From an optimization exercise on the open Yosys and OpenROAD flow, aimed at small area, a short achievable clock period and few clock cycles per item; shortcuts taken in it are not production practice.
Only simulation tests tie the RTL to the original design; equivalence was not proved.
Power is estimated from default activity; no workload was simulated.

[flow/config.mk]
export PLATFORM = sky130hd
export DESIGN_NAME = pipelined_power_unit
export DESIGN_NICKNAME = pipelined_power_unit
export VERILOG_FILES = /design/flow/design.v
export SDC_FILE = /design/flow/constraint.sdc
export NUM_CORES = 4
export LEC_CHECK = 0
export CAP_MARGIN = 20
export CORE_MARGIN = 2
export CORE_UTILIZATION = 40
export SLEW_MARGIN = 20
[flow/constraint.sdc]
create_clock -name core_clock -period 14.0 [get_ports {clk}]
set_input_delay 2.8000 -clock core_clock [delete_from_list [all_inputs] [get_ports {clk}]]
set_output_delay 2.8000 -clock core_clock [all_outputs]
set_load 0.01 [all_outputs]
[flow/design.v]
module pipelined_power_unit #(
   parameter int IN_W  = 8,
   parameter int EXP_W = 4,
   parameter int OUT_W = 32
) (
   input  logic                   clk,
   input  logic                   rst,
   input  logic                   start,
   input  logic [IN_W-1:0]        base,
   input  logic [EXP_W-1:0]       exp,
   output logic                   busy,
   output logic                   done,
   output logic [OUT_W-1:0]       result,
   output logic                   overflow
);
   localparam int CNT_W = $clog2(EXP_W + 1);
   typedef enum logic [1:0] {
      IDLE = 2'd0,
      RUN  = 2'd1,
      DONE = 2'd2
   } state_t;
   state_t           state_q, state_d;
   logic [IN_W-1:0]  base_q, base_d;
   logic [EXP_W-1:0] exp_q, exp_d;
   logic [OUT_W-1:0] acc_q, acc_d;
   logic             ovf_q, ovf_d;
   logic [CNT_W-1:0] cnt_q, cnt_d;
   logic [OUT_W-1:0] result_q, result_d;
   logic             overflow_q, overflow_d;
   logic [OUT_W:0]   step;
   function automatic logic [OUT_W:0] pow_step(
      input logic [OUT_W-1:0] acc,
      input logic [IN_W-1:0]  b,
      input logic             mul
   );
      logic [2*OUT_W-1:0]    sq;
      logic [OUT_W+IN_W-1:0] p;
      logic                  ov;
      sq = {{OUT_W{1'b0}}, acc} * {{OUT_W{1'b0}}, acc};
      ov = |sq[2*OUT_W-1:OUT_W];
      p  = {{IN_W{1'b0}}, sq[OUT_W-1:0]} * {{OUT_W{1'b0}}, b};
      if (mul) begin
         ov = ov | (|p[OUT_W+IN_W-1:OUT_W]);
         pow_step = {ov, p[OUT_W-1:0]};
      end else begin
         pow_step = {ov, sq[OUT_W-1:0]};
      end
   endfunction
   assign step = pow_step(acc_q, base_q, exp_q[EXP_W-1]);
   always_comb begin
      state_d    = state_q;
      base_d     = base_q;
      exp_d      = exp_q;
      acc_d      = acc_q;
      ovf_d      = ovf_q;
      cnt_d      = cnt_q;
      result_d   = result_q;
      overflow_d = overflow_q;
      case (state_q)
         IDLE, DONE: begin
            if (start) begin
               base_d  = base;
               exp_d   = exp;
               acc_d   = OUT_W'(1);
               ovf_d   = 1'b0;
               cnt_d   = CNT_W'(EXP_W);
               state_d = RUN;
            end else if (state_q == DONE) begin
               state_d = IDLE;
            end
         end
         RUN: begin
            acc_d = step[OUT_W-1:0];
            ovf_d = ovf_q | step[OUT_W];
            exp_d = exp_q << 1;
            cnt_d = cnt_q - CNT_W'(1);
            if (cnt_q == CNT_W'(1)) begin
               state_d    = DONE;
               result_d   = step[OUT_W-1:0];
               overflow_d = ovf_q | step[OUT_W];
            end
         end
         default: state_d = IDLE;
      endcase
   end
   always_ff @(posedge clk) begin
      if (rst) begin
         state_q    <= IDLE;
         acc_q      <= '0;
         ovf_q      <= 1'b0;
         cnt_q      <= '0;
         result_q   <= '0;
         overflow_q <= 1'b0;
      end else begin
         state_q    <= state_d;
         acc_q      <= acc_d;
         ovf_q      <= ovf_d;
         cnt_q      <= cnt_d;
         result_q   <= result_d;
         overflow_q <= overflow_d;
      end
   end
   always_ff @(posedge clk) begin
      base_q <= base_d;
      exp_q  <= exp_d;
   end
   assign busy     = (state_q == RUN);
   assign done     = (state_q == DONE);
   assign result   = result_q;
   assign overflow = overflow_q;
endmodule
[flow/run.sh]
#!/bin/bash
# synth_recipe.tcl (not shown) runs the flow's synth.tcl, then flattens the netlist and writes it again
# the make line also repeats each setting of config.mk as NAME=value (left out here)
make -C /OpenROAD-flow-scripts/flow DESIGN_CONFIG=/design/flow/config.mk WORK_HOME=/design/flow/orfs CLKGATE_MAP_FILE= SYNTH_SCRIPT=/design/flow/synth_recipe.tcl finish
==> flow_metrics.py <==
metrics = {
    "status": {
        "status": "timing/DRC/antenna clean",
    },
    "sta": {
        "finalCritPeriodShare": 0.948,
        "max_slew_margin": 0.304,
        "max_freq_mhz": 75.3,
        "finalSetupViolCount": 0,
        "holdWs_ns": 0.454,
        "worstMarginPinSlew_ns": 1.04,
        "drv_slew": 0,
        "skew_ns": 0.0189,
        "period_needed_ns": 13.27,
        "hold_viol": 0,
        "fin_tns_setup_ns": 0,
    },
    "critical_path": {
        "critPathSlowestCell": "fa_1",
        "worstPathArrival_ns": 13.51,
        "cp-end-kind": "flop",
        "cp-start-kind": "flop",
        "cp.required_ns": 14.24,
        "critPathMaxStageDelay_ns": 0.55,
        "cp_max_fo": 14,
        "crit_path_frequent_cell": "fa_1",
        "crit_type": "reg2reg",
    },
    "pwr": {
        "vdd_drop_max_mv": 0.0516,
        "powerDensity_nw_per_um2": 17.1,
        "p_leak_nw": 20.3,
    },
    "global_route": {
        "grt_overflow": 0,
        "grt_pass1_wl_microns": 181000,
        "grt_max_degree": 72,
        "grt_pass1_vias": 32004,
        "grt_antenna_before_repair": 4,
        "track_usage": 0.226,
    },
    "cells_and_area": {
        "area_delta_synth_final_pct": 6.08,
        "final_cells": 5773,
        "seqCellArea_sq_um": 1800,
        "final_area_sq_um": 43100,
        "nets": 5737,
        "final_core_util": 0.429,
        "drive_gt1_frac": 0.0383,
        "nFillCells": 10119,
        "multi_input_area_sq_um": 34100,
    },
    "routing": {
        "wl_met1_microns": 48400,
        "initialDrtViolationCount": 1663,
        "avgViaCountPerCell": 5.08,
        "final_antenna_net_count": 0,
        "wirelength_microns": 112000,
        "drc": 0,
        "vias": 29323,
        "met2WireLength_microns": 54100,
        "first_pass_iters": 5,
        "wl_met3_microns": 6070,
        "wire_per_inst_microns": 19.4,
        "top_layer": "met4",
    },
    "yosys": {
        "async_flop_share": 0,
        "syn_area_per_cell_sq_um": 9.11,
        "yosys_warnings": 1,
        "ys.flop_type": "dfxtp_1",
        "yosysSeqAreaShare": 0.0438,
        "ys_seq_elements": 83,
        "syn-num-nets": 5790,
        "synth_edf_count": 12,
        "synth_area_sq_um": 40700,
        "yosysUniqueCellTypes": 83,
        "syn-instance-count": 4463,
    },
    "cts": {
        "cts_root_buf": "clkbuf_16",
        "clk_latency_ns": 0.40,
        "htreeDepth": 3,
        "cts_inserted_buffers": 9,
        "cts-resized-gates": 0,
        "holdBufCountCts": 0,
        "cts.sinks": 83,
        "clk_pin_slew_ns": 0.08,
        "cts_tree": "done",
        "cts_buffer_depth": 2,
        "postCtsSetupBuffers": 0,
    },
    "floorplanning": {
        "die_x_microns": 323,
        "die_area_sq_um": 104000,
        "start_util": 0.405,
        "rows": 116,
        "core_area_sq_um": 100000,
        "dieHeight_microns": 323,
        "io_pins": 50,
    },
    "placed_design": {
        "portBuffers": 49,
        "dp.cells": 5754,
        "dpl_cell_area_sq_um": 42700,
        "hpwlAfterDp_microns": 92200,
        "gp_congestion": 0.919,
    },
    "hold_path": {
        "hold_class": "reg2reg",
    },
    "flow_run": {
        "maxCapViolations": 0,
    },
}
==> metrics by stage <==
step | power (W) | setup slack (ns)
after floorplan | 0.000380 | 2.10
final | 0.000737 | 0.725
after detailed placement | 0.000458 | 0.208
after global placement | 0.000457 | 0.285
after global routing | 0.000772 | -0.00494
after CTS | 0.000740 | 0.127
==> where the power goes <==
| group | switching, W | internal, W |
|---|---|---|
| Combinational | 0.000130 | 0.0000639 |
| Clock | 0.000134 | 0.000147 |
| Sequential | 0.0000111 | 0.000250 |
==> registers in the layout, indices dropped and copies added, names as in the netlist <==
name,count
acc_q,32
base_q,8
cnt_q,3
exp_q,4
overflow_q,1
ovf_q,1
result_q,32
state_q,2
==> worst max-delay path, delay by kind of cell (launching register included) <==
kind | cells | cell delay (ns)
adder cells (fa/ha/maj) | 14 | 6.78
AO/OA/AOI/OAI | 15 | 3.68
buffers and inverters | 11 | 0.89
flip-flops | 1 | 0.54
AND/OR/NAND/NOR | 5 | 0.97
XOR/XNOR | 1 | 0.24
==> layout by cell type (no fill, tap or decap), drive strengths merged, types with 12 or more instances in the layout <==
| master | netlist | final |
|---|---|---|
| a211oi | 23 | 23 |
| a21o | 42 | 42 |
| a21oi | 150 | 150 |
| a22oi | 24 | 24 |
| a31oi | 19 | 19 |
| and2 | 486 | 486 |
| and3 | 12 | 12 |
| and4 | 12 | 12 |
| buf | 25 | 86 |
| clkdlybuf4s50 | 0 | 48 |
| dfxtp | 71 | 71 |
| edfxtp | 12 | 12 |
| fa | 979 | 979 |
| ha | 333 | 333 |
| inv | 1084 | 1088 |
| mux2 | 14 | 14 |
| mux2i | 18 | 18 |
| nand2 | 393 | 393 |
| nand2b | 18 | 18 |
| nand3 | 28 | 28 |
| nand4 | 35 | 35 |
| nor2 | 158 | 158 |
| nor2b | 24 | 24 |
| nor3 | 30 | 30 |
| o211ai | 12 | 12 |
| o21a | 13 | 13 |
| o21ai | 78 | 78 |
| o21bai | 19 | 19 |
| xnor2 | 57 | 57 |
| xor2 | 31 | 31 |
==> metal layers <==
| metal | vias up | track usage |
|---|---|---|
| li1 | 13283 | - |
| met1 | 15118 | 0.308 |
| met2 | 759 | 0.378 |
| met3 | 163 | 0.0301 |
| met4 | 0 | 0.0647 |
| met5 | - | 0 |
==> cell families after synthesis <==
logic type / Yosys count / share of synthesized area
simple gates: 1219 / 0.154
buf+inv: 1283 / 0.119
compound gates: 446 / 0.0713
xor+xnor: 88 / 0.0190
fa+ha+maj: 1312 / 0.585
mux: 32 / 0.00831
flops: 83 / 0.0438
==> cell type report <==
cell class / count / share of cell area
Multi-Input combinational cell: 3097 / 0.791
Inverter: 1085 / 0.0944
Sequential cell: 83 / 0.0417
Tap cell: 1357 / 0.0394
Timing Repair Buffer: 134 / 0.0265
Clock buffer: 10 / 0.00554
Clock inverter: 6 / 0.00180
Antenna cell: 1 / 0.0000580
==> Yosys cell counts, types with 10 or more instances <==
| cell type | number | share of area |
|---|---|---|
| clkbuf_1 | 172 | 0.016 |
| nor2_1 | 157 | 0.014 |
| dfxtp_1 | 71 | 0.035 |
| xor2_1 | 31 | 0.0067 |
| and4_1 | 12 | 0.0026 |
| xnor2_1 | 57 | 0.012 |
| nand2_1 | 392 | 0.036 |
| nand2b_1 | 18 | 0.0028 |
| nor2b_1 | 24 | 0.0037 |
| ha_1 | 333 | 0.10 |
| and3_1 | 10 | 0.0015 |
| a22oi_1 | 24 | 0.0044 |
| a21oi_1 | 143 | 0.018 |
| o21bai_1 | 17 | 0.0031 |
| o21a_1 | 13 | 0.0024 |
| mux2_2 | 14 | 0.0039 |
| fa_1 | 979 | 0.48 |
| nand3_1 | 28 | 0.0034 |
| nand4_1 | 35 | 0.0054 |
| o21ai_0 | 71 | 0.0087 |
| nor3_1 | 30 | 0.0037 |
| a211oi_1 | 23 | 0.0042 |
| edfxtp_1 | 12 | 0.0089 |
| and2_1 | 485 | 0.075 |
| a21o_1 | 42 | 0.0078 |
| inv_1 | 1084 | 0.10 |
| mux2i_1 | 18 | 0.0044 |
| buf_2 | 18 | 0.0022 |
| o211ai_1 | 12 | 0.0022 |
| a31oi_1 | 19 | 0.0029 |
==> final timing paths <==
| kind | start | end | slack (ns) | cells past startpoint |
|---|---|---|---|---|
| worst max-delay path | acc_q[4]$_SDFFE_PP0P_ | ovf_q$_SDFFE_PP0P_ | 0.73 | 46 |
| worst min-delay path | result_q[6]$_SDFFE_PP0P_ | result_q[6]$_SDFFE_PP0P_ | 0.45 | 2 |
| worst max register to register | acc_q[4]$_SDFFE_PP0P_ | ovf_q$_SDFFE_PP0P_ | 0.73 | 46 |
| worst min register to register | result_q[6]$_SDFFE_PP0P_ | result_q[6]$_SDFFE_PP0P_ | 0.45 | 2 |
Testbench counts, summed over its fixed seeds: cycles 10,240, items 2,048.

-- static timing again, ports no longer ideal --
No port has a modelled driver above. Below, the same layout with a new extraction and two added sets of constraints. Step 1 (the two cells are an assumption about what drives the block):
set clk [get_ports {clk}]
set_driving_cell -lib_cell sky130_fd_sc_hd__clkbuf_16 $clk
set_driving_cell -lib_cell sky130_fd_sc_hd__buf_2 [delete_from_list [all_inputs] $clk]
Step 2 adds t to the input delays and takes it off the output delays; t is the mean of the earliest and latest rising clock arrival at the registers after step 1. Input paths then give back, and output paths get back, about the clock's delay inside the block. Slacks: ideal / step 1 / step 2; pairs: ideal / step 1.
shift t [ns]: 0.446
setup slack, ns: 0.725 / 0.725 / 0.725
hold slack, ns: 0.454 / 0.454 / 0.454
worst setup path after step 2: register to register
slew at the worst register clock pin (ns): 0.08 / 0.08
After both steps setup and hold are still met in this run. The setup slack of this run moves by 0.000 ns with the drivers and by 0.000 ns with both steps.
